What follows belongs to an exercise in optimizing a design on an open flow for small area and few clock cycles; a production flow would make more cautious choices. In this exercise RTL edits were held to simulation tests only and were not proved equivalent to the original. Power figures rest on the tool's default switching activity, not on a simulated workload.

## flow/config.mk

```make
export PLATFORM = sky130hd
export DESIGN_NAME = md5_msg_sched
export DESIGN_NICKNAME = md5_msg_sched
export VERILOG_FILES = /design/flow/design.v
export SDC_FILE = /design/flow/constraint.sdc
export NUM_CORES = 4
export LEC_CHECK = 0
export CAP_MARGIN = 20
export CORE_MARGIN = 2
export CORE_UTILIZATION = 40
export SLEW_MARGIN = 20
```

## flow/constraint.sdc

```tcl
create_clock -name core_clock -period 6.0 [get_ports {clk}]
set_input_delay 1.2000 -clock core_clock [delete_from_list [all_inputs] [get_ports {clk}]]
set_output_delay 1.2000 -clock core_clock [all_outputs]
set_load 0.01 [all_outputs]
```

## flow/design.v

```verilog
module md5_msg_sched #(
    parameter logic [31:0] IV_A = 32'h67452301,
    parameter logic [31:0] IV_B = 32'hEFCDAB89,
    parameter logic [31:0] IV_C = 32'h98BADCFE,
    parameter logic [31:0] IV_D = 32'h10325476
) (
    input  logic            clk,
    input  logic            reset,
    input  logic            in_valid,
    input  logic [7:0]      in_data,
    input  logic            in_last,
    output logic            in_ready,
    output logic            core_start,
    output logic [511:0]    core_block,
    output logic [31:0]     core_a,
    output logic [31:0]     core_b,
    output logic [31:0]     core_c,
    output logic [31:0]     core_d,
    input  logic            core_done,
    input  logic [31:0]     core_ra,
    input  logic [31:0]     core_rb,
    input  logic [31:0]     core_rc,
    input  logic [31:0]     core_rd,
    output logic [127:0]    digest,
    output logic            digest_valid,
    output logic [7:0]      hex_data,
    output logic            hex_wren
);
    typedef enum logic [1:0] {
        ST_INIT  = 2'd0,    
        ST_FILL  = 2'd1,    
        ST_PAD80 = 2'd2,    
        ST_READY = 2'd3     
    } state_t;
    typedef enum logic [1:0] {
        K_NORMAL = 2'd0,    
        K_FIN    = 2'd1,    
        K_PREPAD = 2'd2,    
        K_PAD    = 2'd3     
    } kind_t;
    state_t        state;
    kind_t         kind;
    logic          p63;         
    logic          busy;        
    logic          busy_fin;    
    logic [60:0]   msg_len;     
    logic [511:0]  block;
    logic [31:0]   cha, chb, chc, chd;
    logic          hex_act;
    logic [5:0]    hex_cnt;
    logic          ch_held;     
    logic          accept, issue, clr_all, pad_wr, len_blk;
    logic [5:0]    slot;
    logic          at63;
    assign slot     = msg_len[5:0];
    assign ch_held  = hex_act & (hex_cnt != 6'd32);
    assign issue    = (state == ST_READY) & ~busy & ~ch_held;
    assign in_ready = (state == ST_FILL) | (issue & (kind != K_PREPAD));
    assign accept   = in_valid & in_ready;
    assign at63     = ~issue & (slot == 6'd63);
    assign clr_all  = issue | (state == ST_INIT);
    assign pad_wr   = (state == ST_PAD80);
    assign len_blk  = (kind == K_FIN) | (kind == K_PAD);
    always_ff @(posedge clk or posedge reset) begin
        if (reset) begin
            state    <= ST_INIT;
            kind     <= K_NORMAL;
            p63      <= 1'b0;
            busy     <= 1'b0;
            busy_fin <= 1'b0;
            hex_act  <= 1'b0;
        end else begin
            case (state)
                ST_INIT:  state <= ST_FILL;
                ST_PAD80: state <= ST_READY;
                ST_READY: if (issue) begin
                    if (kind == K_PREPAD) kind  <= K_PAD;
                    else                  state <= ST_FILL;
                end
                default: ;
            endcase
            if (accept) begin
                if (in_last) begin
                    p63   <= at63;
                    kind  <= (issue | (slot <= 6'd54)) ? K_FIN : K_PREPAD;
                    state <= at63 ? ST_READY : ST_PAD80;
                end else if (at63) begin
                    kind  <= K_NORMAL;
                    state <= ST_READY;
                end
            end
            if (issue) begin
                busy     <= 1'b1;
                busy_fin <= len_blk;
            end else if (core_done) begin
                busy     <= 1'b0;
            end
            if (core_done & busy & busy_fin) hex_act <= 1'b1;
            else if (hex_act & (hex_cnt == 6'd32)) hex_act <= 1'b0;
        end
    end
    always_ff @(posedge clk) begin
        if (core_done & busy & busy_fin) hex_cnt <= 6'd0;
        else                             hex_cnt <= hex_cnt + 6'd1;
    end
    always_ff @(posedge clk) begin
        if ((state == ST_INIT) | (issue & len_blk)) msg_len <= {60'd0, accept};
        else if (accept)                             msg_len <= msg_len + 61'd1;
    end
    logic [7:0] bus, bus0;
    assign bus  = clr_all ? 8'h00 : (pad_wr ? 8'h80 : in_data);
    assign bus0 = clr_all ? (accept ? in_data : ((kind == K_PREPAD) & p63 ? 8'h80 : 8'h00))
                          : (pad_wr ? 8'h80 : in_data);
    genvar gi;
    generate
        for (gi = 0; gi < 64; gi++) begin : g_slot
            logic en;
            assign en = clr_all | ((slot == gi) & (accept | pad_wr));
            always_ff @(posedge clk) begin
                if (en) block[8*gi +: 8] <= (gi == 0) ? bus0 : bus;
            end
        end
    endgenerate
    assign core_block = {block[511:451] | (len_blk ? msg_len : 61'd0), block[450:0]};
    function automatic [31:0] add32(input [31:0] x, input [31:0] y);
        reg [31:0] p, pp, gg;
        integer i, j;
        begin
            p  = x ^ y;
            pp = p;
            gg = x & y;
        for (i = 0; i < 5; i = i + 1)
            for (j = 0; j < 32; j = j + 1)
                if ((j >> i) & 1) begin
                    gg[j] = gg[j] | pp[j] & gg[((j >> i) << i) - 1];
                    pp[j] = pp[j] & pp[((j >> i) << i) - 1];
                end
            add32 = p ^ {gg[30:0], 1'b0};
        end
    endfunction
    always_ff @(posedge clk) begin
        if ((state == ST_INIT) | (hex_act & (hex_cnt == 6'd31))) begin
            cha <= IV_A;
            chb <= IV_B;
            chc <= IV_C;
            chd <= IV_D;
        end else if (core_done & busy) begin
            cha <= add32(cha, core_ra);
            chb <= add32(chb, core_rb);
            chc <= add32(chc, core_rc);
            chd <= add32(chd, core_rd);
        end
    end
    assign core_start   = issue;
    assign core_a       = cha;
    assign core_b       = chb;
    assign core_c       = chc;
    assign core_d       = chd;
    assign digest       = {chd, chc, chb, cha};
    assign digest_valid = hex_act & (hex_cnt == 6'd0);
    logic [3:0] hex_nib;
    assign hex_nib  = digest[{hex_cnt[4:1], ~hex_cnt[0], 2'b00} +: 4];
    assign hex_wren = hex_act;
    assign hex_data = hex_cnt[5] ? 8'h0D
                    : ((hex_nib < 4'd10) ? {4'h3, hex_nib} : {4'h6, hex_nib - 4'd9});
endmodule
```

## flow/flow/run.sh

```bash
#!/bin/bash
# Standard ORFS layout, with two changes to how it is made:
#  - the port buffers that global placement inserts are the smallest buffer (buf_1) instead of
#    the default pick; every input and output port still gets one;
#  - clock tree: clkbuf_8 buffers, larger sink clusters, no dummy loads.
set -euo pipefail
export BUFFER_PORTS_ARGS="-buffer_cell sky130_fd_sc_hd__buf_1"
export CTS_ARGS="-sink_clustering_enable -repair_clock_nets -buf_list sky130_fd_sc_hd__clkbuf_8 -sink_clustering_size 16 -sink_clustering_max_diameter 55 -dont_use_dummy_load"
bash standard.sh > standard_make.log 2>&1
```

## flow/standard.sh

```bash
#!/bin/bash
# synth_recipe.tcl (not shown) runs the flow's synth.tcl, then flattens the netlist and writes it again
# the make line also repeats each setting of config.mk as NAME=value (left out here)
make -C /OpenROAD-flow-scripts/flow DESIGN_CONFIG=/design/flow/config.mk WORK_HOME=/design/flow/orfs CLKGATE_MAP_FILE= SYNTH_SCRIPT=/design/flow/synth_recipe.tcl "${@:-finish}"
```

==> notes.md, run 1 <==
multi-input combinational cell area ~10000 um^2; worst vdd ir about 0.30 mV; core area about 85000 um^2; vias in the first global route between 20000 and 25000; leakage 0.0131 uW; final setup fails 0; crit path to hex_data[1]; slew margin rel. between 20% and 30%; Syn Nets 3121; initial antenna violation count 15; DRT iter0 DRCs 1523; largest net degree at the start of global routing 65; DRC 0; Worst R2R End block[322]; Hold Fails Final Rpt 0; reg2reg start hex_cnt[0]; Cell Pwr Density ~560 nW/um^2; row cnt roughly 110; Max Fclk about 200 MHz; DR WL/cell between 20 and 30 um; post-cts sizing count 0; Final Slew Violations 0; # hold bufs at CTS 0; Area Overhead vs Synth 5.28%; largest fanout on the critical path 36; HPWL after DPL roughly 84 mm; Worst Setup Start Kind flip-flop; die area 88300 um^2; gr usage total between 20% and 30%; Yosys cell types slightly below 80; setup tns final 0 ns; nets@finish 3514; grt ovf 0; final antenna-violating net count 0; register area share after synthesis a little under three fifths; Starting Density between 40% and 50%; Mapped Area between 30000 and 40000 um^2; CP Launch Point hex_cnt[1]; fill cell count approximately 8100; Port Buffers 919; ys flop type edfxtp_1; register clock-pin slew on the reported worst setup and hold paths ~0.10 ns; outcome timing/DRC/antenna clean; CTS Sinks around 720; CP endpoint kind output pin; DR pass1 iterations 6; CP required around 4.8 ns; FF+latch area between 15000 and 20000 um^2; Tcrit/Tclk final 83.2%; Mapped Cells about 2800; clock buffer depth 3; vias between 20000 and 25000; #FFs+latches synth around 700; Clock Skew roughly 0.12 ns; Reg2Reg Depth 10; layout cell share with drive strength beyond 1 approximately 6.9%; crit path DAT around 3.8 ns; global-route wire length before repair 157 mm; Post-synth ARST share under 10%; max_cap viols 0; Synthesis Warnings 1; clock root buffer clkbuf_8; H-Tree Depth 3; worst-skew pair later-pin latency around 0.70 ns; vias per cell about 5.1; Setup Fix Bufs, Post-CTS 0; TritonCTS clock tree built; worst slew pin tran roughly 1.1 ns; R2R Setup Slk about 1.4 ns; Die Wd between 200 and 300 um; number of I/O pins approximately 920; Die Span Y slightly below 300 um; Final Critical Period around 5.0 ns; TritonCTS buffer count slightly above 70; EDFF count, synth around 510; fin util a little over two fifths; Hold Crit Class in2async; Crit Path Class reg2out; GPL Wtd Cong roughly 0.95; RSZ-0062 raised after global routing false; WL final ~110 mm; Post-Syn Area per Cell roughly 12 um^2
Yosys cell counts, types with 57 or more instances:
library cell	number	area share, %
a21o_1	104	2.3
clkbuf_1	69	0.75
edfxtp_1	513	45
buf_4	580	13
a21oi_1	136	2.0
nand3_1	57	0.83
xnor2_1	69	1.8
nand2_1	220	2.4
dfxtp_1	194	11
nor2_1	111	1.2
inv_1	59	0.64
o21ai_0	125	1.8
ha_1	127	4.6
xor2_1	64	1.6
layout by cell type (no fill, tap or decap), types with 11 or more instances in the layout:
cell,instances
buf_1,919
edfxtp_1,513
nand2_1,219
dfxtp_1,192
a21oi_1,136
ha_1,127
nor2_1,110
o21ai_0,108
a21o_1,104
clkbuf_8,72
xnor2_1,69
buf_4,66
xor2_1,64
inv_1,59
nand3_1,57
o211ai_1,41
mux4_2,40
or3_1,33
nor2b_1,26
fa_1,20
nand4_1,19
nor3_1,18
o21ai_1,18
diode_2,16
and3_1,16
a211oi_1,16
o21bai_1,11
flip-flops by register name, summed over array words and instances (netlist names):
| register | flops |
|---|---|
| hex_cnt | 6 |
| chb | 32 |
| hex_act | 1 |
| state | 2 |
| cha | 32 |
| kind | 2 |
| busy_fin | 1 |
| msg_len | 61 |
| block | 512 |
| busy | 1 |
| chd | 32 |
| chc | 32 |
| p63 | 1 |
worst min path at each step:
stage	start	end
2_1_floorplan	busy_fin	busy_fin
3_3_place_gp	busy_fin	busy_fin
3_5_place_dp	busy_fin	busy_fin
4_1_cts	reset	state[1]
5_1_grt	reset	state[1]
6_report	reset	state[1]
critical path, cell delays in order (launching register included):
cell	delay [ns]
dfxtp_4	0.77
mux4_2	0.60
mux4_2	0.50
mux2i_1	0.50
a21oi_1	0.29
a211oi_1	0.31
buf_1	0.18
metrics by stage:
| stage | setup slack, ns | cells | cell area [um^2] | hold WS (ns) | power, uW |
|---|---|---|---|---|---|
| global placement | 1.23 | 4294 | 35100 | 0.480 | 17600 |
| detailed placement | 1.26 | 4295 | 35200 | 0.480 | 17700 |
| floorplan | 0.455 | 2833 | 34400 | 0.439 | 15000 |
| global route | 0.777 | 4375 | 36200 | 0.391 | 21300 |
| finish | 1.01 | 4384 | 36200 | 0.420 | 20200 |
| CTS | 0.540 | 4367 | 36100 | 0.337 | 20300 |
power breakdown:
group	total, uW	leakage, uW	switching (uW)	internal, uW
logic	8630	0.00615	5520	3110
clock network	2630	0.000518	1560	1070
registers	8910	0.00645	1660	7260
total	20200	0.0131	8740	11400
logic make-up after synthesis:
| group | Yosys count | share of synthesized area, % |
|---|---|---|
| fa+ha+maj | 147 | 5.79 |
| flops | 715 | 56.7 |
| other cells | 1 | 0.0109 |
| compound gates | 498 | 9.16 |
| buf+inv | 727 | 14.3 |
| simple gates | 567 | 7.87 |
| xor+xnor | 133 | 3.39 |
| mux | 45 | 2.78 |
layer usage:
layer  GRT usage (%)  wire length, um  up-vias
li1                -                -    10242
met1            28.0            41400    10924
met2            42.6            55800     1064
met3            4.92             7590      242
met4            14.8             7470        0
met5               0                0        -
area by class of cell:
type	instances	area share [%]
diodes	16	0.111
clock buffers	72	2.74
inverters	59	0.612
multi-input cells	1391	27.7
flip-flops and latches	715	53.9
well taps	1144	3.95
repair buffers	987	11.0
Testbench counts, summed over its fixed seeds: cycles 18,337.
==> run 2: changes to the inputs <==
--- a/flow/config.mk
+++ b/flow/config.mk
@@ -6,6 +6,6 @@
 export NUM_CORES = 4
 export LEC_CHECK = 0
-export CAP_MARGIN = 20
+export CAP_MARGIN = 0
 export CORE_MARGIN = 2
 export CORE_UTILIZATION = 40
-export SLEW_MARGIN = 20
+export SLEW_MARGIN = 0
==> run 2 against run 1 <==
Via count is 0.45% lower. Synthesized cell count unchanged. Sequential share of layout area increased by 0.10 points. Highest routed layer is now met5. First-iteration DRC count up 2.3%. Sequential power is essentially flat. Die area unchanged. Clock power is 2% lower. Cell count down 0.18%. Fmax is 5.6% lower. Combinational power down 0.5%. Flip-flop and latch count did not move. Count of clock-buffer cells in the layout shrank 2.
==> notes.md, run 2 <==
Post-Synth XOR/XNOR Area 3.39% (unchanged); clock power share 12.9% (was 13.0%); ys flop type edfxtp_1 (unchanged); Syn Nets 3121 (unchanged); CP cell instances mux4_2 > mux4_2 > mux2i_1 > a21oi_1 > a211oi_1 > buf_1 (unchanged); top cells by area, synth edfxtp_1, buf_4, dfxtp_1 (unchanged); Reg2Reg Depth 8 (was 10); Design Area, Final 36100 um^2 (was 36200 um^2); reg2reg start hex_cnt[1] (was hex_cnt[0]); R2R Setup Slk 1.26 ns (was 1.36 ns); setup tns final 0 ns (unchanged); Final Critical Period 5.29 ns (was 4.99 ns); final antenna-violating net count 0 (unchanged); initial antenna violation count 16 (was 15); Worst Setup Start Kind flip-flop (unchanged); most common cell in the netlist buf_4 (unchanged); Tcrit/Tclk final 88.1% (was 83.2%); gr usage total 24.7% (was 24.6%); Top reg by flops block (unchanged); leakage 0.0131 uW (about the same); largest fanout on the critical path 36 (unchanged); leading cell type in the layout, fill and taps excluded buf_1 (unchanged); fill cell count 8077 (was 8110); Area Overhead vs Synth 5.07% (was 5.28%); Mapped Cells 2833 (unchanged); cell taking the most area after synthesis edfxtp_1 (unchanged); nets@finish 3510 (was 3514); sw frac 43.3% (about the same); Port Buffers 919 (unchanged); GPL Wtd Cong 0.951 (unchanged); # hold bufs at CTS 0 (unchanged); WL final 112 mm (about the same); post-cts sizing count 0 (unchanged); Hold Crit Class in2async (unchanged); worst-skew pair later-pin latency 0.69 ns (was 0.70 ns); layout cell share with drive strength beyond 1 6.77% (was 6.89%); multiplexer area fraction after synthesis 2.78% (unchanged); Setup Fix Bufs, Post-CTS 0 (unchanged); clock root buffer clkbuf_8 (unchanged); CP Launch Point hex_cnt[1] (unchanged); Hold Fails Final Rpt 0 (unchanged); DR pass1 iterations 6 (unchanged); largest family of logic cells by synthesized area buffers and inverters (unchanged); Placed Cells incl. Taps 4294 (was 4295); Post-Layout Cell Count 4376 (was 4384); most frequent cells in the layout buf_1, edfxtp_1, nand2_1 (unchanged); global-route wire length before repair 158 mm (was 157 mm); Max Fclk 189 MHz (was 200 MHz); HPWL after DPL 84.3 mm (about the same); smallest hold slack 0.436 ns (was 0.420 ns); post-synthesis adder-cell area fraction 5.79% (unchanged); EDFF count, synth 513 (unchanged); NetSw 8720 uW (was 8740 uW); H-Tree Depth 3 (unchanged); area share of and/or/nand/nor cells after synthesis 7.87% (unchanged); Largest stage delay, worst path 1.06 ns (was 0.77 ns); Die Wd 297 um (unchanged); final setup fails 0 (unchanged); row cnt 107 (unchanged); largest net degree at the start of global routing 65 (unchanged); max_cap viols 0 (unchanged); Cell Pwr Density 557 nW/um^2 (about the same); synth cell count leaders buf_4, edfxtp_1, nand2_1 (unchanged); worst vdd ir 0.285 mV (was 0.302 mV); Final Slew Violations 0 (unchanged); Clock Skew 0.132 ns (was 0.119 ns); core area 85100 um^2 (unchanged); DR WL/cell 25.7 um (was 25.6 um); TritonCTS buffer count 70 (was 72); vias 22371 (was 22472); worst slew pin tran 1.13 ns (was 1.09 ns); combinational power share 42.7% (was 42.8%); clock buffer depth 3 (unchanged); die area 88300 um^2 (unchanged); slowest CP cell dfxtp_2 (was dfxtp_4); dpl cell area 35100 um^2 (was 35200 um^2); Die Span Y 297 um (unchanged); Mapped Area 34400 um^2 (unchanged); TritonCTS clock tree built (unchanged); number of I/O pins 921 (unchanged); DRC 0 (unchanged); sequential power share 44.4% (was 44.2%); CTS Sinks 715 (unchanged); share of the synthesized area in the top cell type 44.8% (unchanged); top flop regs block (512), msg_len (61) (unchanged); register clock-pin slew on the reported worst setup and hold paths 0.10 ns (about the same); outcome timing/DRC/antenna clean (unchanged); crit path DAT 4.09 ns (was 3.79 ns); Worst R2R End block[364] (was block[322]); #FFs+latches synth 715 (unchanged); cell mode on critical path mux4_2 (unchanged); slew margin rel. 24.4% (was 26.7%); Crit Path Class reg2out (unchanged); vias in the first global route 21182 (was 21207); cell internal pwr 11400 uW (about the same); Post-Syn Area per Cell 12.1 um^2 (unchanged); grt ovf 0 (unchanged); Post-synth ARST share 1.12% (unchanged); max reg flops 512 (unchanged); DRT iter0 DRCs 1558 (was 1523); CP required 4.80 ns (about the same); vias per cell 5.11 (was 5.13); Synthesis Warnings 1 (unchanged); Starting Density 40.4% (unchanged); Compound-Gate Fraction of Synth Area 9.16% (unchanged); RSZ-0062 raised after global routing false (unchanged); register area share after synthesis 56.7% (unchanged); Yosys cell types 79 (unchanged); CP endpoint kind output pin (unchanged)
==> run 2: cell count changes in the layout (fill, tap and decap cells not counted) <==
cell	delta
o21ai_0	+10
diode_2	-4
dfxtp_2	+1
o21ai_1	-10
clkbuf_8	-2
dfxtp_4	-1
buf_16	-1
buf_2	-1
==> run 2: critical path: cells and delay by family (launching register included) <==
family	cells	cell delay, ns
buf+inv	1	0.19
mux	3	1.62
compound gates	2	0.59
flops	1	1.06
==> run 2: final cells by class <==
| cell class | instances | area [um^2] | area share (%) |
|---|---|---|---|
| diodes | 12 | 30.0 | 0.0831 |
| clock buffers | 70 | 963 | 2.67 |
| inverters | 59 | 221 | 0.613 |
| multi-input cells | 1391 | 10000 | 27.8 |
| flip-flops and latches | 715 | 19500 | 54.0 |
| well taps | 1144 | 1430 | 3.96 |
| repair buffers | 985 | 3950 | 10.9 |
==> run 2: layer usage <==
metal  up-vias  track usage, %  part of all wire, %
li1      10238               -                    -
met1     10875            28.0                   37
met2      1031            43.5                   50
met3       221            5.30                  6.9
met4         6            13.2                  5.9
met5         -               0                0.032
==> run 2: power groups by stage <==
stage               Sequential (uW)  Combinational (uW)  Clock (uW)
floorplan                      8250                6740           0
global placement               9030                8580           0
detailed placement             9020                8630           0
CTS                            8920                8660        2680
global route                   9020                9380        2840
finish                         8930                8590        2590
==> run 2: kinds of logic (layout without fill, tap and decap cells) <==
logic type	count (synthesis)	in the layout
AOI/OAI and AO/OA	498	498
xor gates and xnor gates	133	133
adders and majority gates	147	147
buffers and inverters	727	1114
DFF	715	715
muxes	45	45
other	1	13
and+or+nand+nor	567	567
==> run 2: per-stage QoR <==
| stage | worst slack [ns] | utilization [%] | power, uW |
|---|---|---|---|
| CTS | 0.602 | 42.4 | 20300 |
| floorplan | 0.455 | - | 15000 |
| detailed placement | 1.12 | 41.3 | 17700 |
| global route | 0.411 | 42.4 | 21200 |
| global placement | 1.23 | 41.3 | 17600 |
| finish | 0.711 | 42.4 | 20100 |
==> run 2: how the worst max path moves through the flow <==
stage | depth (start not counted) | to
6_report | 6 | hex_data[1]
5_1_grt | 8 | hex_data[2]
4_1_cts | 6 | hex_data[1]
3_5_place_dp | 8 | block[130]
3_3_place_gp | 8 | block[132]
2_1_floorplan | 10 | block[103]
==> run 3: changes to the inputs <==
--- a/flow/config.mk
+++ b/flow/config.mk
@@ -6,6 +6,6 @@
 export NUM_CORES = 4
 export LEC_CHECK = 0
-export CAP_MARGIN = 0
+export CAP_MARGIN = 20
 export CORE_MARGIN = 2
-export CORE_UTILIZATION = 40
-export SLEW_MARGIN = 0
+export CORE_UTILIZATION = 60
+export SLEW_MARGIN = 20
==> run 3 against run 2 <==
The flow now stops in 3_2_place_iop. Area after synthesis unchanged. Synthesized cell count unchanged.
==> notes.md, run 3 <==
outcome did not finish (was timing/DRC/antenna clean); Fail Step 3_2_place_iop; tool error [ERROR PPL-0024] Number of IO pins (921) exceeds maximum number of available positions (876). Increase the die perimeter from 973.46um to 1252.56um.; Die Span Y 243 um (was 297 um); #FFs+latches synth 715 (unchanged); Starting Density 60.9% (was 40.4%); register area share after synthesis 56.7% (unchanged); row cnt 87 (was 107); Mapped Cells 2833 (unchanged); top cells by area, synth edfxtp_1, buf_4, dfxtp_1 (unchanged); share of the synthesized area in the top cell type 44.8% (unchanged); Synthesis Warnings 1 (unchanged); Syn Nets 3121 (unchanged); synth cell count leaders buf_4, edfxtp_1, nand2_1 (unchanged); EDFF count, synth 513 (unchanged); Post-synth ARST share 1.12% (unchanged); Mapped Area 34400 um^2 (unchanged); Yosys cell types 79 (unchanged); most common cell in the netlist buf_4 (unchanged); Die Wd 243 um (was 297 um); ys flop type edfxtp_1 (unchanged); Post-Syn Area per Cell 12.1 um^2 (unchanged); cell taking the most area after synthesis edfxtp_1 (unchanged)
run 3: cell counts after synthesis:
Identical to the previous run, type by type.
run 3: cells by family after synthesis:
logic type	count (synthesis)	share of synthesized area, %
adders and majority gates	147	5.79
xor gates and xnor gates	133	3.39
AOI/OAI and AO/OA	498	9.16
muxes	45	2.78
other	1	0.0109
buffers and inverters	727	14.3
DFF	715	56.7
and+or+nand+nor	567	7.87
==> run 4: changes to the inputs <==
--- a/flow/flow/run.sh
+++ b/flow/flow/run.sh
@@ -6,4 +6,4 @@
 set -euo pipefail
 export BUFFER_PORTS_ARGS="-buffer_cell sky130_fd_sc_hd__buf_1"
-export CTS_ARGS="-sink_clustering_enable -repair_clock_nets -buf_list sky130_fd_sc_hd__clkbuf_8 -sink_clustering_size 16 -sink_clustering_max_diameter 55 -dont_use_dummy_load"
+export CTS_ARGS="-sink_clustering_enable -repair_clock_nets -buf_list sky130_fd_sc_hd__clkbuf_4 -sink_clustering_size 10 -sink_clustering_max_diameter 35 -dont_use_dummy_load"
 bash standard.sh > standard_make.log 2>&1
--- a/flow/config.mk
+++ b/flow/config.mk
@@ -6,6 +6,6 @@
 export NUM_CORES = 4
 export LEC_CHECK = 0
-export CAP_MARGIN = 20
+export CAP_MARGIN = 0
 export CORE_MARGIN = 2
-export CORE_UTILIZATION = 60
-export SLEW_MARGIN = 20
+export CORE_UTILIZATION = 40
+export SLEW_MARGIN = 0
==> run 4 against run 3 <==
Now clean on timing, DRC and antenna. Synthesized cell count did not move. Area after synthesis is the same.
==> notes.md, run 4 <==
Starting Density 40.4% (was 60.9%); Setup Fix Bufs, Post-CTS 0; Post-synth ARST share 1.12% (unchanged); Mapped Area 34400 um^2 (unchanged); Mapped Cells 2833 (unchanged); ys flop type edfxtp_1 (unchanged); Top reg by flops block; Hold Crit Class in2async; synth cell count leaders buf_4, edfxtp_1, nand2_1 (unchanged); Yosys cell types 79 (unchanged); setup tns final 0 ns; initial antenna violation count 18; cell internal pwr 11200 uW; EDFF count, synth 513 (unchanged); CTS Sinks roughly 720; max reg flops around 510; Final Critical Period roughly 5.6 ns; sw frac a little over two fifths; DRC 0; clock power share 12.3%; Hold Fails Final Rpt 0; row cnt 107 (was 87); gr usage total around 25%; dpl cell area about 35000 um^2; Syn Nets 3121 (unchanged); sequential power share between 40% and 50%; combinational power share a little over two fifths; slowest CP cell dfxtp_2; vias in the first global route between 20000 and 25000; CP Launch Point hex_cnt[1]; DR pass1 iterations 5; H-Tree Depth 3; largest fanout on the critical path 36; Die Span Y 297 um (was 243 um); global-route wire length before repair 159 mm; Final Slew Violations 0; largest net degree at the start of global routing 65; fin util ~42%; #FFs+latches synth 715 (unchanged); final antenna-violating net count 0; cell family with most CP delay multiplexers; slew margin rel. 22.7%; clock buffer depth 3; reg2reg start hex_cnt[1]; clock root buffer clkbuf_4; die area just under 90000 um^2; cell taking the most area after synthesis edfxtp_1 (unchanged); crit path DAT between 4 and 5 ns; Crit Path Class reg2out; DR WL/cell between 20 and 30 um; post-cts sizing count 0; register clock-pin slew on the reported worst setup and hold paths roughly 0.070 ns; register area share after synthesis 56.7% (unchanged); top cells by area, synth edfxtp_1, buf_4, dfxtp_1 (unchanged); share of the synthesized area in the top cell type 44.8% (unchanged); Port Buffers around 900; TritonCTS clock tree built; worst slew pin tran around 1.2 ns; max_cap viols 0; Cell Pwr Density approximately 550 nW/um^2; worst-skew pair later-pin latency between 0.9 and 1 ns; Synthesis Warnings 1 (unchanged); vias between 20000 and 25000; # hold bufs at CTS 0; Total Power about 20000 uW; Area Overhead vs Synth 4.86%; Die Wd 297 um (was 243 um); leakage between 0.01 and 0.015 uW; CP endpoint kind output pin; Largest stage delay, worst path approximately 1.1 ns; CP required around 4.8 ns; Clock Skew 0.136 ns; layout cell share with drive strength beyond 1 about 8.1%; top flop regs block (512), msg_len (61); NetSw approximately 9000 uW; leading cell type in the layout, fill and taps excluded buf_1; most frequent cells in the layout buf_1, edfxtp_1, nand2_1; outcome timing/DRC/antenna clean (was did not finish); CP bufs+invs 1; GPL Wtd Cong roughly 0.95; Max Fclk approximately 180 MHz; worst vdd ir roughly 0.30 mV; cell mode on critical path mux4_2; HPWL after DPL around 84 mm; TritonCTS buffer count between 100 and 150; RSZ-0062 raised after global routing false; vias per cell 5.14; grt ovf 0; Tcrit/Tclk final between 90% and 100%; Worst Setup Start Kind flip-flop; final setup fails 0; Post-Syn Area per Cell 12.1 um^2 (unchanged); CP cell instances mux4_2 > mux4_2 > mux2i_1 > a21oi_1 > a211oi_1 > buf_1; WL final around 110 mm; Design Area, Final between 30000 and 40000 um^2; number of I/O pins between 900 and 1000; DRT iter0 DRCs ~1500; most common cell in the netlist buf_4 (unchanged); core area approximately 85000 um^2; nets@finish about 3600
==> run 4: cell counts after synthesis <==
Identical to the previous run, type by type.
==> run 4: cell families after synthesis <==
family / synth area share (%)
muxes: 2.78
and+or+nand+nor: 7.87
other: 0.0109
DFF: 56.7
xor gates and xnor gates: 3.39
AOI/OAI and AO/OA: 9.16
adders and majority gates: 5.79
buffers and inverters: 14.3
==> run 4: through the flow <==
step | hold slack [ns] | setup slack [ns] | std cells
detailed placement | 0.481 | 1.12 | 4294
global placement | 0.480 | 1.23 | 4294
CTS | 0.0848 | 0.257 | 4412
global route | 0.171 | 0.137 | 4421
finish | 0.222 | 0.422 | 4425
floorplan | 0.439 | 0.455 | 2833
==> run 4: worst reg2reg max path, stage by stage (launching register included) <==
cell and delay [ns]:
dfxtp_2 1.06, inv_1 0.12, ha_1 0.22, nor4b_4 0.13
a21boi_1 0.44, or3_1 0.41, inv_1 0.25, nor2_4 0.91
o21ai_0 0.80
==> run 4: area by class of cell <==
type | instances | area, um^2
multi-input combinational | 1391 | 10000
timing repair buffer | 985 | 3950
antenna | 13 | 32.5
tap | 1144 | 1430
inverter | 59 | 221
fill | 8156 | 49100
clock buffer | 118 | 886
sequential | 715 | 19500
==> run 4: power by group through the flow <==
stage | logic, uW | registers [uW] | clock network (uW)
3_3_place_gp | 8580 | 9030 | 0
2_1_floorplan | 6740 | 8250 | 0
4_1_cts | 8660 | 8920 | 2560
5_1_grt | 9380 | 9030 | 2740
3_5_place_dp | 8630 | 9020 | 0
6_report | 8610 | 8930 | 2470
==> run 4: path summary, 6_finish.rpt <==
kind	end	slack, ns	cells after the start
setup / recovery	hex_data[1]	0.42	6
hold / removal	state[1]	0.22	2
setup reg to reg	block[128]	1.25	8
hold reg to reg	busy_fin	0.50	2
max in group asynchronous	hex_act	5.43	2
min in group core_clock	busy_fin	0.50	2
==> run 4: per-layer routing <==
layer	part of all wire, %	track usage [%]	wire length [um]	vias up
met5	0.066	0	75	-
met3	7.5	5.32	8430	264
met4	6.2	14.7	7040	12
met1	36	28.0	40900	10963
li1	-	-	-	10380
met2	50	43.4	56600	1113
==> run 5: changes to the inputs <==
--- a/flow/flow/run.sh
+++ b/flow/flow/run.sh
@@ -6,4 +6,4 @@
 set -euo pipefail
 export BUFFER_PORTS_ARGS="-buffer_cell sky130_fd_sc_hd__buf_1"
-export CTS_ARGS="-sink_clustering_enable -repair_clock_nets -buf_list sky130_fd_sc_hd__clkbuf_4 -sink_clustering_size 10 -sink_clustering_max_diameter 35 -dont_use_dummy_load"
+export CTS_ARGS="-sink_clustering_enable -repair_clock_nets -buf_list sky130_fd_sc_hd__clkbuf_8 -sink_clustering_size 20 -sink_clustering_max_diameter 65 -dont_use_dummy_load"
 bash standard.sh > standard_make.log 2>&1
==> run 5 against run 4 <==
Still clean. Clock power shrank 8.9%. Final area shrank 0.53%. Critical path depth is the same. Synthesized cell count is the same. Die area is the same. Largest cell class unchanged. Highest routed layer unchanged.
==> notes.md, run 5 <==
outcome timing/DRC/antenna clean (unchanged); Largest stage delay, worst path 1.06 ns (about the same); Area Overhead vs Synth 4.30% (was 4.86%); met2 wire length 55.9 mm (was 56.6 mm); DP Worst Slack 1.12 ns (unchanged); EDFF count, synth 513 (unchanged); die area 88300 um^2 (unchanged); worst vdd ir 0.286 mV (was 0.300 mV); TritonCTS buffer count 51 (was 118); slowest CP cell dfxtp_2 (unchanged); max_cap viols 0 (unchanged); reg2reg start hex_cnt[1] (unchanged); slew margin rel. 20.1% (was 22.7%); Die Span Y 297 um (unchanged); vias per cell 5.14 (about the same); fin util 42.1% (was 42.3%); cell mode on critical path mux4_2 (unchanged); Post-Layout Cell Count 4355 (was 4425); Final Slew Violations 0 (unchanged); DR pass1 iterations 5 (unchanged); most frequent cells in the layout buf_1, edfxtp_1, nand2_1 (unchanged); nets@finish 3491 (was 3558); register area share after synthesis 56.7% (unchanged); RSZ-0062 raised after global routing false (unchanged); row cnt 107 (unchanged); core area 85100 um^2 (unchanged); Crit Path Class reg2out (unchanged); Mapped Area 34400 um^2 (unchanged); Top reg by flops block (unchanged); WL final 112 mm (was 113 mm); worst-skew pair later-pin latency 0.70 ns (was 0.96 ns); worst slew pin tran 1.19 ns (was 1.16 ns); top flop regs block (512), msg_len (61) (unchanged); # hold bufs at CTS 0 (unchanged); layout cell share with drive strength beyond 1 6.22% (was 8.14%); CP endpoint kind output pin (unchanged); max reg flops 512 (unchanged); CP bufs+invs 1 (unchanged); leakage 0.0130 uW (was 0.0131 uW); crit path DAT 4.10 ns (was 4.38 ns); largest fanout on the critical path 36 (unchanged); Worst Setup Start Kind flip-flop (unchanged); Final Critical Period 5.30 ns (was 5.58 ns); Mapped Cells 2833 (unchanged); top cells by area, synth edfxtp_1, buf_4, dfxtp_1 (unchanged); Worst R2R End block[260] (was block[128]); grt ovf 0 (unchanged); CP cell instances mux4_2 > mux4_2 > mux2i_1 > a21oi_1 > a211oi_1 > buf_1 (unchanged); DR top layer met5 (unchanged); largest net degree at the start of global routing 65 (unchanged); Synthesis Warnings 1 (unchanged); DR WL/cell 25.8 um (was 25.6 um); vias in the first global route 21169 (was 21624); final setup fails 0 (unchanged); H-Tree Depth 2 (was 3); Cell Pwr Density 552 nW/um^2 (was 555 nW/um^2); cell family with most CP delay multiplexers (unchanged); clock root buffer clkbuf_8 (was clkbuf_4); Max Fclk 189 MHz (was 179 MHz); Tcrit/Tclk final 88.3% (was 93.0%); CP required 4.80 ns (about the same); Reg2Reg Depth 8 (unchanged); GPL Wtd Cong 0.951 (unchanged); leading cell type in the layout, fill and taps excluded buf_1 (unchanged); Starting Density 40.4% (unchanged); TritonCTS clock tree built (unchanged); CTS Sinks 715 (unchanged); post-cts sizing count 0 (unchanged); gr usage total 24.6% (was 24.9%); most common cell in the netlist buf_4 (unchanged); number of I/O pins 921 (unchanged); Placed Cells incl. Taps 4294 (unchanged); Hold Crit Class in2async (unchanged); Setup WS post-layout 0.701 ns (was 0.422 ns); Post-Syn Area per Cell 12.1 um^2 (unchanged); final antenna-violating net count 0 (unchanged); WL met3 7.70 mm (was 8.43 mm); Syn Nets 3121 (unchanged); cell taking the most area after synthesis edfxtp_1 (unchanged); HPWL after DPL 84.3 mm (unchanged); #FFs+latches synth 715 (unchanged); Die Wd 297 um (unchanged); Port Buffers 919 (unchanged); global-route wire length before repair 158 mm (was 159 mm); synth cell count leaders buf_4, edfxtp_1, nand2_1 (unchanged); Clock Skew 0.110 ns (was 0.136 ns); initial antenna violation count 16 (was 18); Yosys cell types 79 (unchanged); ys flop type edfxtp_1 (unchanged); Hold Fails Final Rpt 0 (unchanged); Setup Fix Bufs, Post-CTS 0 (unchanged); vias 22397 (was 22732); Post-synth ARST share 1.12% (unchanged); DRT iter0 DRCs 1522 (was 1470); smallest hold slack 0.430 ns (was 0.222 ns); share of the synthesized area in the top cell type 44.8% (unchanged); clock buffer depth 3 (unchanged); DRC 0 (unchanged); register clock-pin slew on the reported worst setup and hold paths 0.11 ns (was 0.07 ns); R2R Setup Slk 1.25 ns (about the same); WL met1 41.4 mm (was 40.9 mm); setup tns final 0 ns (unchanged)
==> run 5: cell types whose count changed in the layout (fill, tap and decap cells not counted), sizes merged <==
cell,previous run,this run
clkbuf,118,51
diode,13,10
==> run 5: cell families (layout without fill, tap and decap cells) <==
kind of cell,Yosys count,after routing,share of synthesized area (%)
other cells,1,11,0.0109
simple gates,567,567,7.87
buf+inv,727,1095,14.3
compound gates,498,498,9.16
xor+xnor,133,133,3.39
fa+ha+maj,147,147,5.79
flops,715,715,56.7
mux,45,45,2.78
==> run 5: worst max path at each step <==
| stage | from | to | slack (ns) | depth (start not counted) |
|---|---|---|---|---|
| 5_1_grt | hex_cnt[1] | hex_data[2] | 0.42 | 8 |
| 6_report | hex_cnt[1] | hex_data[1] | 0.70 | 6 |
| 2_1_floorplan | hex_cnt[0] | block[103] | 0.46 | 10 |
| 3_5_place_dp | hex_cnt[1] | block[130] | 1.12 | 8 |
| 4_1_cts | hex_cnt[1] | hex_data[1] | 0.61 | 6 |
| 3_3_place_gp | hex_cnt[1] | block[132] | 1.23 | 8 |
==> run 5: cell type report <==
| type | count | area (um^2) |
|---|---|---|
| Fill cell | 8103 | 49300 |
| Sequential cell | 715 | 19500 |
| Multi-Input combinational cell | 1391 | 10000 |
| Timing Repair Buffer | 985 | 3950 |
| Tap cell | 1144 | 1430 |
| Clock buffer | 51 | 702 |
| Inverter | 59 | 221 |
| Antenna cell | 10 | 25.0 |
==> run 5: worst reg2reg max path: cells and delay by family, from the launching register on <==
kind / cells / cell delay [ns]
flops: 1 / 1.06
fa+ha+maj: 1 / 0.23
compound gates: 2 / 1.23
buf+inv: 2 / 0.37
simple gates: 3 / 1.47
==> run 5: power breakdown <==
group / leakage [uW] / switching (uW) / total [uW] / internal (uW)
combinational: 0.00614 / 5500 / 8590 / 3090
sequential: 0.00645 / 1680 / 8930 / 7250
clock: 0.000367 / 1490 / 2250 / 761
==> run 5: per-layer routing <==
metal,up-vias,global-route usage [%]
met2,1003,43.1
met3,229,4.94
met5,-,0
li1,10190,-
met1,10963,28.1
met4,12,13.5
==> run 5: per-stage QoR <==
| stage | area, um^2 | power (uW) |
|---|---|---|
| after floorplan | 34400 | 15000 |
| after global placement | 35100 | 17600 |
| after detailed placement | 35100 | 17700 |
| after CTS | 35800 | 19900 |
| after global routing | 35800 | 20900 |
| final | 35900 | 19800 |
==> run 6: changes to the inputs <==
--- a/flow/flow/run.sh
+++ b/flow/flow/run.sh
@@ -6,4 +6,4 @@
 set -euo pipefail
 export BUFFER_PORTS_ARGS="-buffer_cell sky130_fd_sc_hd__buf_1"
-export CTS_ARGS="-sink_clustering_enable -repair_clock_nets -buf_list sky130_fd_sc_hd__clkbuf_8 -sink_clustering_size 20 -sink_clustering_max_diameter 65 -dont_use_dummy_load"
+export CTS_ARGS="-sink_clustering_enable -repair_clock_nets -buf_list sky130_fd_sc_hd__clkbuf_8 -sink_clustering_size 12 -sink_clustering_max_diameter 45 -dont_use_dummy_load"
 bash standard.sh > standard_make.log 2>&1
--- a/flow/config.mk
+++ b/flow/config.mk
@@ -6,6 +6,6 @@
 export NUM_CORES = 4
 export LEC_CHECK = 0
-export CAP_MARGIN = 0
+export CAP_MARGIN = 20
 export CORE_MARGIN = 2
 export CORE_UTILIZATION = 40
-export SLEW_MARGIN = 0
+export SLEW_MARGIN = 20
==> run 6 against run 5 <==
Still clean. Global-route usage increased by 0.077 points. Count of clock-buffer cells in the layout grew 42. Wire length increased by 0.24%. Critical path depth stayed put. Utilization up 0.74 points. Hold slack improved by 0.021 ns. Flip-flop and latch count is the same. Register-to-register slack improved by 0.15 ns. Clock skew fell by 0.034 ns. Sequential share of layout area shrank 0.93 points. Critical path type unchanged. Largest power group unchanged.
==> notes.md, run 6 <==
DRC 0 (unchanged); cell mode on critical path mux4_2 (unchanged); combinational power share 42.0% (was 43.4%); Post-Syn Area per Cell 12.1 um^2 (unchanged); CTS Sinks 715 (unchanged); Top reg by flops block (unchanged); Yosys cell types 79 (unchanged); Setup Fix Bufs, Post-CTS 0 (unchanged); vias per cell 5.13 (was 5.14); clock root buffer clkbuf_8 (unchanged); DR pass1 iterations 5 (unchanged); setup tns final 0 ns (unchanged); sw frac 42.9% (was 43.8%); Reg2Reg Depth 10 (was 8); FF+latch area 19500 um^2 (about the same); nets@finish 3535 (was 3491); outcome timing/DRC/antenna clean (unchanged); layout cell share with drive strength beyond 1 7.49% (was 6.22%); Die Span Y 297 um (unchanged); slew margin rel. 26.1% (was 20.1%); # hold bufs at CTS 0 (unchanged); top flop regs block (512), msg_len (61) (unchanged); HPWL after DPL 84.3 mm (about the same); leading cell type in the layout, fill and taps excluded buf_1 (unchanged); DR WL/cell 25.6 um (was 25.8 um); Hold Fails Final Rpt 0 (unchanged); gr usage total 24.6% (about the same); Cell Pwr Density 564 nW/um^2 (was 552 nW/um^2); Area Overhead vs Synth 6.13% (was 4.30%); fin util 42.9% (was 42.1%); max reg flops 512 (unchanged); TritonCTS clock tree built (unchanged); Setup WS post-layout 0.972 ns (was 0.701 ns); sequential power share 43.5% (was 45.2%); CP required 4.80 ns (about the same); worst slew pin tran 1.10 ns (was 1.19 ns); Final Critical Period 5.03 ns (was 5.30 ns); share of the synthesized area in the top cell type 44.8% (unchanged); GPL Wtd Cong 0.951 (unchanged); smallest hold slack 0.451 ns (was 0.430 ns); #FFs+latches synth 715 (unchanged); cell taking the most area after synthesis edfxtp_1 (unchanged); die area 88300 um^2 (unchanged); Port Buffers 919 (unchanged); initial antenna violation count 16 (unchanged); Total Power 20600 uW (was 19800 uW); Tcrit/Tclk final 83.8% (was 88.3%); top cells by area, synth edfxtp_1, buf_4, dfxtp_1 (unchanged); ys flop type edfxtp_1 (unchanged); post-cts sizing count 0 (unchanged); Mapped Cells 2833 (unchanged); slowest CP cell dfxtp_4 (was dfxtp_2); register area share after synthesis 56.7% (unchanged); DP Worst Slack 1.26 ns (was 1.12 ns); Worst Setup Start Kind flip-flop (unchanged); Die Wd 297 um (unchanged); H-Tree Depth 3 (was 2); global-route wire length before repair 158 mm (about the same); CP cell instances mux4_2 > mux4_2 > mux2i_1 > a21oi_1 > a211oi_1 > buf_1 (unchanged); most frequent cells in the layout buf_1, edfxtp_1, nand2_1 (unchanged); number of I/O pins 921 (unchanged); Starting Density 40.4% (unchanged); clock buffer depth 3 (unchanged); Final Slew Violations 0 (unchanged); Clock Skew 0.0766 ns (was 0.110 ns); Post-synth ARST share 1.12% (unchanged); vias 22593 (was 22397); Synthesis Warnings 1 (unchanged); EDFF count, synth 513 (unchanged); final setup fails 0 (unchanged); CP endpoint kind output pin (unchanged); max_cap viols 0 (unchanged); cell internal pwr 11700 uW (was 11100 uW); most common cell in the netlist buf_4 (unchanged); Hold Crit Class in2async (unchanged); multi-input combinational cell area 10000 um^2 (unchanged); crit path DAT 3.83 ns (was 4.10 ns); reg2reg start hex_cnt[0] (was hex_cnt[1]); fill cell count 8102 (was 8103); core area 85100 um^2 (unchanged); leakage 0.0133 uW (was 0.0130 uW); largest net degree at the start of global routing 65 (unchanged); Crit Path Class reg2out (unchanged); grt ovf 0 (unchanged); row cnt 107 (unchanged); synth cell count leaders buf_4, edfxtp_1, nand2_1 (unchanged); Max Fclk 199 MHz (was 189 MHz); CP Launch Point hex_cnt[1] (unchanged); R2R Setup Slk 1.40 ns (was 1.25 ns); worst vdd ir 0.286 mV (about the same); Worst R2R End block[309] (was block[260]); vias in the first global route 21321 (was 21169); worst-skew pair later-pin latency 0.72 ns (was 0.70 ns); TritonCTS buffer count 93 (was 51); largest fanout on the critical path 36 (unchanged); final antenna-violating net count 0 (unchanged); Mapped Area 34400 um^2 (unchanged); Largest stage delay, worst path 0.76 ns (was 1.06 ns); WL final 113 mm (was 112 mm); register clock-pin slew on the reported worst setup and hold paths 0.05 ns (was 0.11 ns); Syn Nets 3121 (unchanged); RSZ-0062 raised after global routing false (unchanged); DRT iter0 DRCs 1426 (was 1522); clock power share 14.6% (was 11.4%); NetSw 8820 uW (was 8670 uW)
==> run 6: stage by stage <==
step                      cell area, um^2  cells
after CTS                           36400   4388
after detailed placement            35200   4295
final                               36500   4406
after global routing                36500   4400
after floorplan                     34400   2833
after global placement              35100   4294
==> run 6: how the worst max path moves through the flow <==
stage                  end  slack, ns
2_1_floorplan   block[103]       0.46
3_3_place_gp    block[132]       1.23
3_5_place_dp    block[132]       1.26
4_1_cts        hex_data[1]       0.52
5_1_grt        hex_data[2]       0.75
6_report       hex_data[1]       0.97
==> run 6: final cells by class <==
type,instances,share of cell area (%)
multi-input cells,1391,27.5
flip-flops and latches,715,53.4
diodes,17,0.117
inverters,59,0.607
well taps,1144,3.92
clock buffers,93,3.51
repair buffers,987,10.9
==> run 6: layer usage <==
metal  GRT usage, %  wire length (um)  vias to the layer above
met5              0                32                        -
met3           5.21              7970                      249
met4           15.2              7430                        4
met2           42.7             55900                     1089
li1               -                 -                    10296
met1           27.8             41200                    10955
==> run 6: cells by family (layout without fill, tap and decap cells) <==
logic type	Yosys count	in the layout	share of synthesized area [%]
adders and majority gates	147	147	5.79
buffers and inverters	727	1139	14.3
muxes	45	45	2.78
DFF	715	715	56.7
and+or+nand+nor	567	567	7.87
AOI/OAI and AO/OA	498	498	9.16
xor gates and xnor gates	133	133	3.39
other	1	18	0.0109
==> run 6: power by group through the flow <==
stage | logic, uW | registers (uW) | clock network (uW)
final | 8630 | 8940 | 3000
after global routing | 9390 | 9010 | 3250
after global placement | 8580 | 9030 | 0
after floorplan | 6740 | 8250 | 0
after detailed placement | 8650 | 9020 | 0
after CTS | 8690 | 8920 | 3060
==> run 6: critical path, delay by kind of cell (launching register included) <==
family,cells,cell delay [ns]
compound gates,2,0.61
buf+inv,1,0.18
mux,3,1.60
flops,1,0.76
==> run 7: changes to the inputs <==
--- a/flow/design.v
+++ b/flow/design.v
@@ -34,5 +34,4 @@
     } state_t;
     typedef enum logic [1:0] {
-        K_NORMAL = 2'd0,    
         K_FIN    = 2'd1,    
         K_PREPAD = 2'd2,    
@@ -41,30 +40,32 @@
     state_t        state;
     kind_t         kind;
-    logic          p63;         
     logic          busy;        
     logic          busy_fin;    
     logic [60:0]   msg_len;     
-    logic [511:0]  block;
+    logic [503:0]  block;
     logic [31:0]   cha, chb, chc, chd;
     logic          hex_act;
     logic [5:0]    hex_cnt;
     logic          ch_held;     
-    logic          accept, issue, clr_all, pad_wr, len_blk;
+    logic          accept, can_issue, issue_rdy, issue_63, issue, clr_all, pad_wr, len_blk, len_out;
     logic [5:0]    slot;
     logic          at63;
-    assign slot     = msg_len[5:0];
-    assign ch_held  = hex_act & (hex_cnt != 6'd32);
-    assign issue    = (state == ST_READY) & ~busy & ~ch_held;
-    assign in_ready = (state == ST_FILL) | (issue & (kind != K_PREPAD));
-    assign accept   = in_valid & in_ready;
-    assign at63     = ~issue & (slot == 6'd63);
-    assign clr_all  = issue | (state == ST_INIT);
-    assign pad_wr   = (state == ST_PAD80);
-    assign len_blk  = (kind == K_FIN) | (kind == K_PAD);
+    assign slot      = msg_len[5:0];
+    assign at63      = (state == ST_FILL) & (slot == 6'd63);
+    assign ch_held   = hex_act & (hex_cnt != 6'd32);
+    assign can_issue = ~busy & ~ch_held;
+    assign issue_rdy = (state == ST_READY) & can_issue;
+    assign in_ready  = ((state == ST_FILL) & (~at63 | can_issue)) | (issue_rdy & (kind != K_PREPAD));
+    assign accept    = in_valid & in_ready;
+    assign issue_63  = at63 & accept;            
+    assign issue     = issue_rdy | issue_63;
+    assign clr_all   = issue | (state == ST_INIT);
+    assign pad_wr    = (state == ST_PAD80);
+    assign len_blk   = (kind == K_FIN) | (kind == K_PAD);
+    assign len_out   = (state == ST_READY) & len_blk;
     always_ff @(posedge clk or posedge reset) begin
         if (reset) begin
             state    <= ST_INIT;
-            kind     <= K_NORMAL;
-            p63      <= 1'b0;
+            kind     <= K_FIN;
             busy     <= 1'b0;
             busy_fin <= 1'b0;
@@ -80,17 +81,16 @@
                 default: ;
             endcase
-            if (accept) begin
-                if (in_last) begin
-                    p63   <= at63;
-                    kind  <= (issue | (slot <= 6'd54)) ? K_FIN : K_PREPAD;
-                    state <= at63 ? ST_READY : ST_PAD80;
-                end else if (at63) begin
-                    kind  <= K_NORMAL;
+            if (accept & in_last) begin
+                if (at63) begin
+                    kind  <= K_PAD;
                     state <= ST_READY;
+                end else begin
+                    kind  <= (issue_rdy | (slot <= 6'd54)) ? K_FIN : K_PREPAD;
+                    state <= ST_PAD80;
                 end
             end
             if (issue) begin
                 busy     <= 1'b1;
-                busy_fin <= len_blk;
+                busy_fin <= len_out;
             end else if (core_done) begin
                 busy     <= 1'b0;
@@ -105,14 +105,14 @@
     end
     always_ff @(posedge clk) begin
-        if ((state == ST_INIT) | (issue & len_blk)) msg_len <= {60'd0, accept};
+        if ((state == ST_INIT) | (issue & len_out)) msg_len <= {60'd0, accept};
         else if (accept)                             msg_len <= msg_len + 61'd1;
     end
     logic [7:0] bus, bus0;
     assign bus  = clr_all ? 8'h00 : (pad_wr ? 8'h80 : in_data);
-    assign bus0 = clr_all ? (accept ? in_data : ((kind == K_PREPAD) & p63 ? 8'h80 : 8'h00))
+    assign bus0 = clr_all ? (issue_rdy ? (accept ? in_data : 8'h00) : (issue_63 & in_last ? 8'h80 : 8'h00))
                           : (pad_wr ? 8'h80 : in_data);
     genvar gi;
     generate
-        for (gi = 0; gi < 64; gi++) begin : g_slot
+        for (gi = 0; gi < 63; gi++) begin : g_slot
             logic en;
             assign en = clr_all | ((slot == gi) & (accept | pad_wr));
@@ -122,5 +122,7 @@
         end
     endgenerate
-    assign core_block = {block[511:451] | (len_blk ? msg_len : 61'd0), block[450:0]};
+    logic [7:0] top;
+    assign top = len_out ? msg_len[60:53] : ((state == ST_READY) ? {slot == 6'd63, 7'd0} : in_data);
+    assign core_block = {top, block[503:451] | (len_out ? msg_len[52:0] : 53'd0), block[450:0]};
     function automatic [31:0] add32(input [31:0] x, input [31:0] y);
         reg [31:0] p, pp, gg;
--- a/flow/flow/run.sh
+++ b/flow/flow/run.sh
@@ -6,4 +6,4 @@
 set -euo pipefail
 export BUFFER_PORTS_ARGS="-buffer_cell sky130_fd_sc_hd__buf_1"
-export CTS_ARGS="-sink_clustering_enable -repair_clock_nets -buf_list sky130_fd_sc_hd__clkbuf_8 -sink_clustering_size 12 -sink_clustering_max_diameter 45 -dont_use_dummy_load"
+export CTS_ARGS="-sink_clustering_enable -repair_clock_nets -buf_list sky130_fd_sc_hd__clkbuf_8 -sink_clustering_size 16 -sink_clustering_max_diameter 55 -dont_use_dummy_load"
 bash standard.sh > standard_make.log 2>&1
--- a/flow/config.mk
+++ b/flow/config.mk
@@ -6,6 +6,8 @@
 export NUM_CORES = 4
 export LEC_CHECK = 0
-export CAP_MARGIN = 20
+export CAP_MARGIN = 0
 export CORE_MARGIN = 2
 export CORE_UTILIZATION = 40
-export SLEW_MARGIN = 20
+export GPL_ROUTABILITY_DRIVEN = 0
+export GPL_TIMING_DRIVEN = 0
+export SLEW_MARGIN = 0
==> run 7 against run 6 <==
First-iteration DRC count is 23% higher. Die area is 0.97% lower. Critical endpoint unchanged. Combinational power is 58% higher. Total power is 26% higher. Register-to-register slack worse by 1.1 ns. Largest cell class unchanged. Area after synthesis is 0.98% lower. Non-clock buffer count is 675 higher.
==> notes.md, run 7 <==
Final Critical Period 5.81 ns (was 5.03 ns); global-route wire length before repair 164 mm (was 158 mm); #FFs+latches synth 706 (was 715); worst-skew pair later-pin latency 0.69 ns (was 0.72 ns); top cells by area, synth edfxtp_1, buf_4, dfxtp_1 (unchanged); setup tns final 0 ns (unchanged); slew margin rel. 8.67% (was 26.1%); Crit Path Class reg2out (unchanged); reg2reg start hex_cnt[0] (unchanged); row cnt 106 (was 107); Mapped Area 34000 um^2 (was 34400 um^2); Clock Skew 0.135 ns (was 0.0766 ns); Tcrit/Tclk final 96.8% (was 83.8%); Mapped Cells 2810 (was 2833); CP bufs+invs 4 (was 1); max reg flops 504 (was 512); crit path DAT 4.61 ns (was 3.83 ns); Setup Fix Bufs, Post-CTS 0 (unchanged); max_cap viols 0 (unchanged); leading cell type in the layout, fill and taps excluded buf_1 (unchanged); ys flop type edfxtp_1 (unchanged); EDFF count, synth 505 (was 513); WL final 120 mm (was 113 mm); critical path depth in cells 9 (was 6); # hold bufs at CTS 0 (unchanged); Hold Crit Class reg2reg (was in2async); HPWL after DPL 95.3 mm (was 84.3 mm); cell taking the most area after synthesis edfxtp_1 (unchanged); Worst Setup Start Kind flip-flop (unchanged); CP required 4.80 ns (about the same); Max Fclk 172 MHz (was 199 MHz); Top reg by flops block (unchanged); Worst R2R End block[128] (was block[309]); largest net degree at the start of global routing 59 (was 65); core area 84000 um^2 (was 85100 um^2); number of I/O pins 921 (unchanged); worst vdd ir 0.255 mV (was 0.286 mV); share of the synthesized area in the top cell type 44.5% (was 44.8%); clock root buffer clkbuf_8 (unchanged); Synthesis Warnings 1 (unchanged); R2R Setup Slk 0.34 ns (was 1.40 ns); nets@finish 4166 (was 3535); synth cell count leaders buf_4, edfxtp_1, nand2_1 (unchanged); Post-Syn Area per Cell 12.1 um^2 (about the same); cell family with most CP delay buffers and inverters (was multiplexers); Final Slew Violations 0 (unchanged); Yosys cell types 73 (was 79); CP Launch Point hex_cnt[1] (unchanged); Total Power 25900 uW (was 20600 uW); outcome timing/DRC/antenna clean (unchanged); DR WL/cell 23.8 um (was 25.6 um); final setup fails 0 (unchanged); TritonCTS buffer count 68 (was 93); CP endpoint kind output pin (unchanged); Reg2Reg Depth 20 (was 10); register area share after synthesis 56.5% (was 56.7%); Largest stage delay, worst path 0.69 ns (was 0.76 ns); TritonCTS clock tree built (unchanged); top flop regs block (504), msg_len (61) (was block (512), msg_len (61)); most common cell in the netlist buf_4 (unchanged); largest fanout on the critical path 10 (was 36); post-cts sizing count 7 (was 0); final antenna-violating net count 0 (unchanged); Syn Nets 3102 (was 3121); worst slew pin tran 1.36 ns (was 1.10 ns); DRC 0 (unchanged); clock buffer depth 3 (unchanged); CP cell instances buf_2 > buf_2 > buf_2 > mux4_2 > mux4_2 > mux2i_1 > ha_1 > a211oi_1 > buf_1 (was mux4_2 > mux4_2 > mux2i_1 > a21oi_1 > a211oi_1 > buf_1); vias per cell 4.96 (was 5.13); CTS Sinks 706 (was 715); H-Tree Depth 3 (unchanged); grt ovf 0 (unchanged); Cell Pwr Density 639 nW/um^2 (was 564 nW/um^2); vias 24850 (was 22593); Die Wd 296 um (was 297 um); register clock-pin slew on the reported worst setup and hold paths 0.10 ns (was 0.05 ns); vias in the first global route 23078 (was 21321); most frequent cells in the layout buf_1, buf_4, edfxtp_1 (was buf_1, edfxtp_1, nand2_1); layout cell share with drive strength beyond 1 20.8% (was 7.49%); initial antenna violation count 9 (was 16); gr usage total 26.2% (was 24.6%); Post-synth ARST share 0.992% (was 1.12%); DR pass1 iterations 7 (was 5); Die Span Y 296 um (was 297 um); Hold Fails Final Rpt 0 (unchanged); cell mode on critical path buf_2 (was mux4_2); Area Overhead vs Synth 19.1% (was 6.13%); RSZ-0062 raised after global routing false (unchanged); Starting Density 40.5% (was 40.4%); leakage 0.0161 uW (was 0.0133 uW); Port Buffers 919 (unchanged); slowest CP cell mux4_2 (was dfxtp_4); DRT iter0 DRCs 1749 (was 1426); crit path to hex_data[1] (unchanged); die area 87500 um^2 (was 88300 um^2)
run 7: worst min-delay path by stage:
stage	start	endpoint	slack (ns)	cells past startpoint
after detailed placement	msg_len[29]	msg_len[29]	0.48	2
after global placement	msg_len[60]	msg_len[60]	0.47	2
final	msg_len[60]	msg_len[60]	0.49	2
after floorplan	msg_len[29]	msg_len[29]	0.45	2
after global routing	reset	state[1]	0.50	2
after CTS	reset	state[1]	0.47	2
run 7: layout make-up:
type	instances	area [um^2]
fill	7842	43400
buffer	668	4720
timing repair buffer	994	4050
multi-input combinational	1372	9930
clock buffer	68	936
tap	1134	1420
sequential	706	19200
antenna	8	20.0
inverter	64	240
run 7: metal layers:
| layer | up-vias | global-route usage (%) | part of all wire [%] |
|---|---|---|---|
| met3 | 206 | 4.35 | 7.0 |
| met2 | 1088 | 46.6 | 51 |
| li1 | 11472 | - | - |
| met5 | - | 0 | 0.0092 |
| met1 | 12082 | 31.4 | 38 |
| met4 | 2 | 10.7 | 4.0 |
run 7: kinds of logic (layout without fill, tap and decap cells):
group	after synthesis	count (layout)	share of synthesized area [%]
compound gates	484	484	8.82
xor+xnor	142	142	3.65
fa+ha+maj	151	151	5.99
buf+inv	732	1794	14.5
flops	706	706	56.5
mux	45	45	2.80
other cells	1	9	0.0110
simple gates	549	549	7.73
run 7: power by group:
group | internal [uW] | switching, uW | leakage [uW] | total [uW]
logic | 5490 | 8100 | 0.00912 | 13600
clock network | 1010 | 1570 | 0.000489 | 2580
registers | 8420 | 1320 | 0.00654 | 9740
run 7: stage by stage:
step / hold slack, ns / setup slack [ns] / cells / utilization, % / cell area, um^2
final: 0.494 / 0.191 / 5014 / 48.3 / 40500
after global routing: 0.497 / 0.0274 / 5012 / 48.3 / 40500
after CTS: 0.465 / 0.166 / 5005 / 48.3 / 40500
after detailed placement: 0.481 / -0.844 / 4937 / 47.1 / 39600
after global placement: 0.472 / -10.64 / 4863 / 46.3 / 38900
after floorplan: 0.454 / -0.730 / 2810 / - / 34000
run 7: worst min-delay path: stages, from the launching register on:
cell	delay [ns]
dfxtp_1	0.33
o21ai_0	0.07
a21oi_1	0.06
Testbench counts of run 7, summed over its fixed seeds: cycles 18,326.
==> run 8: changes to the inputs <==
--- a/flow/config.mk
+++ b/flow/config.mk
@@ -9,5 +9,3 @@
 export CORE_MARGIN = 2
 export CORE_UTILIZATION = 40
-export GPL_ROUTABILITY_DRIVEN = 0
-export GPL_TIMING_DRIVEN = 0
 export SLEW_MARGIN = 0
==> run 8 against run 7 <==
Still clean on timing, DRC and antenna. Area after synthesis unchanged. Hold slack worse by 0.00085 ns. Non-clock buffer count decreased by 711. Register-to-register slack gained 1.1 ns. Wire length fell by 11%. Count of clock-buffer cells in the layout increased by 2. Sequential power rose by 4%. Synthesized cell count unchanged. Highest routed layer unchanged.
==> notes.md, run 8 <==
HPWL after DPL 79.4 mm (was 95.3 mm); leading cell type in the layout, fill and taps excluded buf_1 (unchanged); Post-Syn Area per Cell 12.1 um^2 (unchanged); Hold Fails Final Rpt 0 (unchanged); Cell Pwr Density 633 nW/um^2 (was 639 nW/um^2); WHS Endpoint msg_len[29] (was msg_len[60]); final setup fails 0 (unchanged); row cnt 106 (unchanged); Yosys cell types 73 (unchanged); Clock Skew 0.122 ns (was 0.135 ns); setup tns final 0 ns (unchanged); worst-skew pair later-pin latency 0.68 ns (was 0.69 ns); cell family with most CP delay multiplexers (was buffers and inverters); Setup Fix Bufs, Post-CTS 0 (unchanged); ys flop type edfxtp_1 (unchanged); share of the synthesized area in the top cell type 44.5% (unchanged); Hold Crit Class reg2reg (unchanged); most frequent cells in the layout buf_1, edfxtp_1, nand2_1 (was buf_1, buf_4, edfxtp_1); grt ovf 0 (unchanged); layout cell share with drive strength beyond 1 5.69% (was 20.8%); DRC 0 (unchanged); CP cell instances mux4_2 > mux4_2 > mux2i_1 > a21oi_1 > nand2_1 > xnor2_1 > nand2_1 > buf_1 (was buf_2 > buf_2 > buf_2 > mux4_2 > mux4_2 > mux2i_1 > ha_1 > a211oi_1 > buf_1); Area Overhead vs Synth 4.53% (was 19.1%); largest fanout on the critical path 35 (was 10); TritonCTS clock tree built (unchanged); number of I/O pins 921 (unchanged); DRT iter0 DRCs 1676 (was 1749); worst slew pin tran 1.29 ns (was 1.36 ns); CP bufs+invs 1 (was 4); Final Slew Violations 0 (unchanged); initial antenna violation count 5 (was 9); Syn Nets 3102 (unchanged); crit path DAT 4.07 ns (was 4.61 ns); Mapped Area 34000 um^2 (unchanged); Final Critical Period 5.27 ns (was 5.81 ns); Starting Density 40.5% (unchanged); max_cap viols 0 (unchanged); Die Span Y 296 um (unchanged); Crit Path Class reg2out (unchanged); die area 87500 um^2 (unchanged); Worst R2R End block[157] (was block[128]); CP endpoint kind output pin (unchanged); Die Wd 296 um (unchanged); Post-synth ARST share 0.992% (unchanged); DP Worst Slack 1.27 ns (was -0.844 ns); dpl cell area 34600 um^2 (was 39600 um^2); beginning of the worst hold path msg_len[29] (was msg_len[60]); smallest hold slack 0.493 ns (was 0.494 ns); clock buffer depth 3 (unchanged); DR WL/cell 24.6 um (was 23.8 um); final antenna-violating net count 0 (unchanged); WL final 106 mm (was 120 mm); nets@finish 3457 (was 4166); Placed Cells incl. Taps 4227 (was 4937); vias per cell 5.11 (was 4.96); post-cts sizing count 0 (was 7); register area share after synthesis 56.5% (unchanged); CTS Sinks 706 (unchanged); max reg flops 504 (unchanged); vias 21990 (was 24850); slew margin rel. 12.9% (was 8.67%); register clock-pin slew on the reported worst setup and hold paths 0.10 ns (about the same); slowest CP cell dfxtp_2 (was mux4_2); vias in the first global route 20415 (was 23078); worst vdd ir 0.318 mV (was 0.255 mV); top flop regs block (504), msg_len (61) (unchanged); TritonCTS buffer count 70 (was 68); GPL Wtd Cong ~0.9; EDFF count, synth 505 (unchanged); Top reg by flops block (unchanged); CP required 4.80 ns (about the same); Mapped Cells 2810 (unchanged); #FFs+latches synth 706 (unchanged); R2R Setup Slk 1.47 ns (was 0.34 ns); Synthesis Warnings 1 (unchanged); Tcrit/Tclk final 87.9% (was 96.8%); H-Tree Depth 3 (unchanged); RSZ-0062 raised after global routing false (unchanged); Largest stage delay, worst path 1.04 ns (was 0.69 ns); Hold Path Depth 2 (unchanged); # hold bufs at CTS 0 (unchanged); Setup WS post-layout 0.725 ns (was 0.191 ns); clock root buffer clkbuf_8 (unchanged); cell taking the most area after synthesis edfxtp_1 (unchanged); top cells by area, synth edfxtp_1, buf_4, dfxtp_1 (unchanged); leakage 0.0130 uW (was 0.0161 uW); core area 84000 um^2 (unchanged); Reg2Reg Depth 9 (was 20); Port Buffers 919 (unchanged); Design Area, Final 35600 um^2 (was 40500 um^2); Max Fclk 190 MHz (was 172 MHz); outcome timing/DRC/antenna clean (unchanged); gr usage total 23.1% (was 26.2%); largest net degree at the start of global routing 69 (was 59); Worst Setup Start Kind flip-flop (unchanged); DR pass1 iterations 5 (was 7); most common cell in the netlist buf_4 (unchanged); Post-Layout Cell Count 4303 (was 5014); global-route wire length before repair 146 mm (was 164 mm); synth cell count leaders buf_4, edfxtp_1, nand2_1 (unchanged); reg2reg start hex_cnt[0] (unchanged)
[run 8: per-stage QoR]
stage	util [%]	total power, uW
3_3_place_gp	41.2	20100
5_1_grt	42.4	23800
2_1_floorplan	-	17700
4_1_cts	42.4	22700
3_5_place_dp	41.2	20200
6_report	42.4	22500
[run 8: cell families after synthesis]
kind of cell               count (synthesis)  synth area share, %
buffers and inverters                    732                 14.5
xor gates and xnor gates                 142                 3.65
and+or+nand+nor                          549                 7.73
AOI/OAI and AO/OA                        484                 8.82
DFF                                      706                 56.5
adders and majority gates                151                 5.99
muxes                                     45                 2.80
other                                      1               0.0110
[run 8: worst max-delay path by stage]
stage / depth (start not counted) / slack (ns) / from / end
floorplan: 12 / -0.73 / hex_cnt[0] / block[100]
global placement: 8 / 1.28 / hex_cnt[1] / hex_data[2]
detailed placement: 8 / 1.27 / hex_cnt[1] / hex_data[2]
CTS: 8 / 0.61 / hex_cnt[1] / hex_data[2]
global route: 8 / 0.44 / hex_cnt[1] / hex_data[2]
finish: 8 / 0.73 / hex_cnt[1] / hex_data[2]
[run 8: area by class of cell]
cell class | instances | area [um^2]
Sequential cell | 706 | 19200
Clock buffer | 70 | 963
Fill cell | 7927 | 48400
Timing Repair Buffer | 951 | 3750
Inverter | 64 | 240
Tap cell | 1134 | 1420
Multi-Input combinational cell | 1372 | 9960
Antenna cell | 6 | 15.0
[run 8: tightest hold or removal path, cell delays in order (launching register included)]
cell	delay [ns]
dfxtp_1	0.34
nand2_1	0.06
a21oi_1	0.05
[run 8: power by group]
group / switching [uW] / internal, uW / total (uW)
Clock: 1510 / 1040 / 2550
Sequential: 1680 / 8440 / 10100
Combinational: 6730 / 3130 / 9850
Total: 9920 / 12600 / 22500
[run 8: layer usage]
metal | GRT usage (%) | routed length, um | vias up | share of wire (%)
met4 | 9.14 | 4130 | 2 | 3.9
met3 | 4.65 | 8150 | 153 | 7.7
met2 | 41.5 | 54300 | 1072 | 51
li1 | - | - | 10054 | -
met1 | 27.0 | 39200 | 10709 | 37
met5 | 0 | 12 | - | 0.011

[static timing again, ports no longer ideal]
In the flow no input, the clock included, has a driving cell. The finished layouts below were timed again as built, in two steps. Step 1, drivers: a clkbuf_16 drives clk and a buf_2 each remaining input, both assumed. Step 2 also shifts input and output timing later by t, the mid clock arrival at the registers, as if the neighbouring blocks saw the same clock. Slacks: ideal ports / drivers / drivers and shift; pairs: ideal ports / drivers.
run | shift t [ns] | setup slack, ns | worst setup path at the end
run 1 | 0.700 | 1.006 / 0.943 / 1.319 | input to register
run 2 | 0.689 | 0.711 / 0.647 / 1.256 | register to register
run 4 | 0.943 | 0.422 / 0.360 / 1.245 | register to register
run 5 | 0.711 | 0.701 / 0.638 / 1.252 | register to register
run 6 | 0.734 | 0.972 / 0.905 / 1.353 | input to register
run 7 | 0.693 | 0.191 / 0.119 / 0.337 | register to register
run 8 | 0.687 | 0.725 / 0.656 / 1.343 | register to output
After both steps setup and hold are still met in every run listed.
